From an optimization exercise on the open Yosys and OpenROAD flow, aimed at small area, a short achievable clock period and few clock cycles; shortcuts taken in it are not production practice.
Function was checked by simulation only, so behaviour that the tests miss may differ from the original.
No activity file was given, so power comes from the tool's default toggle rates.

==> flow/design.v <==
package isms_pkg;
  localparam int CAPACITY  = 64;
  localparam int CNT_W     = $clog2(CAPACITY + 1);
  localparam int VAL_W     = 32;
  localparam int CNT_OUT_W = 7;
  localparam logic [1:0] OP_INSERT = 2'd0;
  localparam logic [1:0] OP_REMOVE = 2'd1;
  localparam logic [1:0] OP_QUERY  = 2'd2;
  localparam logic [1:0] OP_CLEAR  = 2'd3;
  localparam logic [1:0] STAT_DONE      = 2'd0;
  localparam logic [1:0] STAT_DUPLICATE = 2'd1;
  localparam logic [1:0] STAT_NOT_FOUND = 2'd2;
  localparam logic [1:0] STAT_FULL      = 2'd3;
  localparam int N_ENTRY = 4;
endpackage
import isms_pkg::*;
module integer_set_membership_table (
  input  logic                                clk,
  input  logic                                rst,
  input  logic                                in_valid,
  output logic                                in_ready,
  input  logic [1:0]                          op,
  input  logic signed [isms_pkg::VAL_W-1:0]   value,
  output logic                                out_valid,
  input  logic                                out_ready,
  output logic                                was_present,
  output logic [1:0]                          status,
  output logic [isms_pkg::CNT_OUT_W-1:0]      member_count
);
  localparam int N = CAPACITY;
  localparam int W = VAL_W;
  localparam int S = N / N_ENTRY;
  logic         ap_v;
  logic [1:0]   ap_op;
  logic [W-1:0] ap_key;
  logic [N-1:0] ap_hit;     
  logic [3:0]   ap_any;     
  logic [N-1:0][W-1:0] ring;
  logic [N-1:0]        ring_v;
  logic [CNT_W-1:0]    count;
  logic [1:0] q_n;
  logic [9:0] q0, q1;
  logic [N_ENTRY-1:0] hole;
  logic [N_ENTRY-1:0] take;
  for (genvar j = 0; j < N_ENTRY; j++) begin : g_hole
    assign hole[j] = !ring_v[(j * S + N - 1) % N];
  end
  always_comb begin
    take = '0;
    for (int j = N_ENTRY - 1; j >= 0; j--) begin
      if (hole[j]) take = N_ENTRY'(1) << j;
    end
  end
  logic go, is_ins, is_rem, is_clr, full, present, ins_ok, rm, clr;
  assign is_ins  = (ap_op == OP_INSERT);
  assign is_rem  = (ap_op == OP_REMOVE);
  assign is_clr  = (ap_op == OP_CLEAR);
  assign full    = (count == CNT_W'(CAPACITY));
  assign go      = ap_v && !q_n[1] && !(is_ins && !full && !(|hole));
  assign present = |ap_any;
  assign ins_ok  = go && is_ins && !present && !full;
  assign rm      = go && is_rem;
  assign clr     = go && is_clr;
  logic [1:0]       stat;
  logic [CNT_W-1:0] count_next;
  always_comb begin
    stat       = STAT_DONE;
    count_next = count;
    case (ap_op)
      OP_INSERT: begin
        if (present)   stat = STAT_DUPLICATE;
        else if (full) stat = STAT_FULL;
        else           count_next = count + CNT_W'(1);
      end
      OP_REMOVE: begin
        if (!present)  stat = STAT_NOT_FOUND;
        else           count_next = count - CNT_W'(1);
      end
      OP_CLEAR:        count_next = '0;
      default: ;
    endcase
  end
  logic [9:0] res;
  assign res = {present && !is_clr, stat, CNT_OUT_W'(count_next)};
  logic [N-1:0] hit;
  logic         same;
  for (genvar p = 0; p < N; p++) begin : g_cmp
    assign hit[p] = ring_v[p] && (ring[p] == value);
  end
  assign same = (ap_key == value);
  logic kill, in_fire, put;
  assign in_fire = in_valid && in_ready;
  assign kill    = go && (is_clr || (is_rem && same));
  assign put     = go && is_ins && !full && same;
  logic [N-1:0] src_hit, nxt_hit;
  assign src_hit = in_ready ? hit : ap_hit;
  always_comb begin
    for (int p = 0; p < N; p++) begin
      if (p % S == 0 && take[p / S])
        nxt_hit[p] = in_ready && put;
      else
        nxt_hit[p] = src_hit[(p + N - 1) % N];
    end
  end
  logic [N-1:0] ring_v_n;
  logic         ap_v_n;
  logic [1:0]   ap_op_n, q_n_n;
  logic         pop;
  assign pop = q_n[0] && out_ready;
  always_comb begin
    for (int p = 0; p < N; p++) begin
      if (p % S == 0 && take[p / S])
        ring_v_n[p] = ins_ok;
      else
        ring_v_n[p] = ring_v[(p + N - 1) % N] && !(rm && ap_hit[(p + N - 1) % N])
                      && !clr;
    end
    ap_v_n  = in_fire || (ap_v && !go);
    ap_op_n = in_fire ? op : ap_op;
    case ({go, pop})
      2'b10:   q_n_n = {q_n[0], 1'b1};
      2'b01:   q_n_n = {1'b0, q_n[1]};
      default: q_n_n = q_n;
    endcase
  end
  logic hole_any_n, full_n, go_n;
  always_comb begin
    hole_any_n = 1'b0;
    for (int j = 0; j < N_ENTRY; j++) hole_any_n |= !ring_v_n[(j * S + N - 1) % N];
  end
  assign full_n = go ? (count_next == CNT_W'(CAPACITY)) : full;
  assign go_n   = ap_v_n && !q_n_n[1] && !((ap_op_n == OP_INSERT) && !full_n && !hole_any_n);
  always_ff @(posedge clk) begin
    for (int p = 0; p < N; p++) begin
      if (p % S == 0 && take[p / S])
        ring[p] <= ap_key;
      else
        ring[p] <= ring[(p + N - 1) % N];
    end
  end
  always_ff @(posedge clk) begin
    if (rst) begin
      ring_v   <= '0;
      count    <= '0;
      ap_v     <= 1'b0;
      q_n      <= 2'b00;
      in_ready <= 1'b1;
    end else begin
      ring_v   <= ring_v_n;
      if (go) count <= count_next;
      ap_v     <= ap_v_n;
      q_n      <= q_n_n;
      in_ready <= !ap_v_n || go_n;
    end
  end
  always_ff @(posedge clk) begin
    if (in_ready) begin
      ap_op  <= op;
      ap_key <= value;
    end
    if (in_ready && kill) ap_hit <= '0;
    else                  ap_hit <= nxt_hit;
    if (in_ready) begin
      for (int g = 0; g < 4; g++)
        ap_any[g] <= !kill && ((|hit[g * (N / 4) +: N / 4]) || (g == 0 && put));
    end
  end
  always_ff @(posedge clk) begin
    if (pop) begin
      q0 <= (go && !q_n[1]) ? res : q1;
      if (go) q1 <= res;
    end else if (go) begin
      if (!q_n[0]) q0 <= res;
      else         q1 <= res;
    end
  end
  assign out_valid    = q_n[0];
  assign was_present  = q0[9];
  assign status       = q0[8:7];
  assign member_count = q0[6:0];
endmodule
Settings: LEC_CHECK=0, CAP_MARGIN=20, CORE_MARGIN=2, CORE_UTILIZATION=55, SETUP_SLACK_MARGIN=3.5, SLEW_MARGIN=20; clock period 6.0 ns.
run.sh (not shown) runs the stock make flow with config.mk's settings and CLKGATE_MAP_FILE= SYNTH_SCRIPT=/design/flow/synth_recipe.tcl, a recipe that flattens the netlist after the stock synthesis.
Testbench counts at the start, summed over its fixed seeds: cycles 5,720.
Change:
--- a/flow/design.v
+++ b/flow/design.v
@@ -27,17 +27,17 @@
   output logic [1:0]                          status,
   output logic [isms_pkg::CNT_OUT_W-1:0]      member_count
 );
   localparam int N = CAPACITY;
   localparam int W = VAL_W;
   localparam int S = N / N_ENTRY;
+  localparam int G = 4;             
   logic         ap_v;
   logic [1:0]   ap_op;
   logic [W-1:0] ap_key;
-  logic [N-1:0] ap_hit;     
-  logic [3:0]   ap_any;     
+  logic [G-1:0] ap_any;     
   logic [N-1:0][W-1:0] ring;
   logic [N-1:0]        ring_v;
   logic [CNT_W-1:0]    count;
   logic [1:0] q_n;
   logic [9:0] q0, q1;
   logic [N_ENTRY-1:0] hole;
@@ -48,22 +48,19 @@
   always_comb begin
     take = '0;
     for (int j = N_ENTRY - 1; j >= 0; j--) begin
       if (hole[j]) take = N_ENTRY'(1) << j;
     end
   end
-  logic go, is_ins, is_rem, is_clr, full, present, ins_ok, rm, clr;
+  logic go, is_ins, is_clr, full, present, ins_ok;
   assign is_ins  = (ap_op == OP_INSERT);
-  assign is_rem  = (ap_op == OP_REMOVE);
   assign is_clr  = (ap_op == OP_CLEAR);
   assign full    = (count == CNT_W'(CAPACITY));
   assign go      = ap_v && !q_n[1] && !(is_ins && !full && !(|hole));
   assign present = |ap_any;
   assign ins_ok  = go && is_ins && !present && !full;
-  assign rm      = go && is_rem;
-  assign clr     = go && is_clr;
   logic [1:0]       stat;
   logic [CNT_W-1:0] count_next;
   always_comb begin
     stat       = STAT_DONE;
     count_next = count;
     case (ap_op)
@@ -85,51 +82,42 @@
   logic [N-1:0] hit;
   logic         same;
   for (genvar p = 0; p < N; p++) begin : g_cmp
     assign hit[p] = ring_v[p] && (ring[p] == value);
   end
   assign same = (ap_key == value);
-  logic kill, in_fire, put;
+  logic in_fire, t_rem, t_clr, put;
   assign in_fire = in_valid && in_ready;
-  assign kill    = go && (is_clr || (is_rem && same));
+  assign t_rem   = in_fire && (op == OP_REMOVE);
+  assign t_clr   = in_fire && (op == OP_CLEAR);
   assign put     = go && is_ins && !full && same;
-  logic [N-1:0] src_hit, nxt_hit;
-  assign src_hit = in_ready ? hit : ap_hit;
-  always_comb begin
-    for (int p = 0; p < N; p++) begin
-      if (p % S == 0 && take[p / S])
-        nxt_hit[p] = in_ready && put;
-      else
-        nxt_hit[p] = src_hit[(p + N - 1) % N];
-    end
-  end
   logic [N-1:0] ring_v_n;
   logic         ap_v_n;
   logic [1:0]   ap_op_n, q_n_n;
   logic         pop;
   assign pop = q_n[0] && out_ready;
   always_comb begin
     for (int p = 0; p < N; p++) begin
       if (p % S == 0 && take[p / S])
-        ring_v_n[p] = ins_ok;
+        ring_v_n[p] = ins_ok && !(t_rem && same) && !t_clr;
       else
-        ring_v_n[p] = ring_v[(p + N - 1) % N] && !(rm && ap_hit[(p + N - 1) % N])
-                      && !clr;
+        ring_v_n[p] = ring_v[(p + N - 1) % N] && !(t_rem && hit[(p + N - 1) % N])
+                      && !t_clr;
     end
     ap_v_n  = in_fire || (ap_v && !go);
     ap_op_n = in_fire ? op : ap_op;
     case ({go, pop})
       2'b10:   q_n_n = {q_n[0], 1'b1};
       2'b01:   q_n_n = {1'b0, q_n[1]};
       default: q_n_n = q_n;
     endcase
   end
   logic hole_any_n, full_n, go_n;
   always_comb begin
-    hole_any_n = 1'b0;
-    for (int j = 0; j < N_ENTRY; j++) hole_any_n |= !ring_v_n[(j * S + N - 1) % N];
+    hole_any_n = t_clr;
+    for (int j = 0; j < N_ENTRY; j++) hole_any_n |= !ring_v[(j * S + N - 2) % N];
   end
   assign full_n = go ? (count_next == CNT_W'(CAPACITY)) : full;
   assign go_n   = ap_v_n && !q_n_n[1] && !((ap_op_n == OP_INSERT) && !full_n && !hole_any_n);
   always_ff @(posedge clk) begin
     for (int p = 0; p < N; p++) begin
       if (p % S == 0 && take[p / S])
@@ -154,18 +142,14 @@
     end
   end
   always_ff @(posedge clk) begin
     if (in_ready) begin
       ap_op  <= op;
       ap_key <= value;
-    end
-    if (in_ready && kill) ap_hit <= '0;
-    else                  ap_hit <= nxt_hit;
-    if (in_ready) begin
-      for (int g = 0; g < 4; g++)
-        ap_any[g] <= !kill && ((|hit[g * (N / 4) +: N / 4]) || (g == 0 && put));
+      for (int g = 0; g < G; g++)
+        ap_any[g] <= (|hit[g * (N / G) +: N / G]) || (g == 0 && put);
     end
   end
   always_ff @(posedge clk) begin
     if (pop) begin
       q0 <= (go && !q_n[1]) ? res : q1;
       if (go) q1 <= res;
Effect:
- hold slack improves by 0.0090 ns
- setup slack improves by 0.025 ns
- wire length drops by 6.2%
- count of clock-buffer cells in the layout drops by 14
- clock power climbs by about 3%
- sequential share of layout area climbs by 1.6 points
- area after synthesis drops by about 2.7%
- total power drops by about 1.1%
- sequential power drops by about 2%
- via count drops by 8.3%
Testbench counts after the change, summed over its fixed seeds: cycles 5,720.

==> afterwards: timing with drivers on the ports <==
The results above use ideal ports. As a check the final layouts listed here were re-extracted and re-timed, cells and wires unchanged.
Step 1: set_driving_cell puts a clkbuf_16 on clk and a buf_2 on each other input, an assumption about the parent block.
Step 2 also shifts input and output timing later by t, the mid clock arrival at the registers, as if the neighbouring blocks saw the same clock.
Slacks: ideal ports / drivers / drivers and shift; pairs: ideal ports / drivers.
run | t (ns) | setup slack, ns | worst setup path at the end | worst register clock-pin slew, ns
the first run | 0.898 | 3.376 / 3.120 / 2.222 | input to register | 0.07 / 0.07
the second run | 0.911 | 3.401 / 3.223 / 2.312 | input to register | 0.07 / 0.07
After both steps setup and hold are still met in every run listed. The setup slack of the first run, which loses most, moves by -0.256 ns with the drivers and by -1.154 ns with both steps.
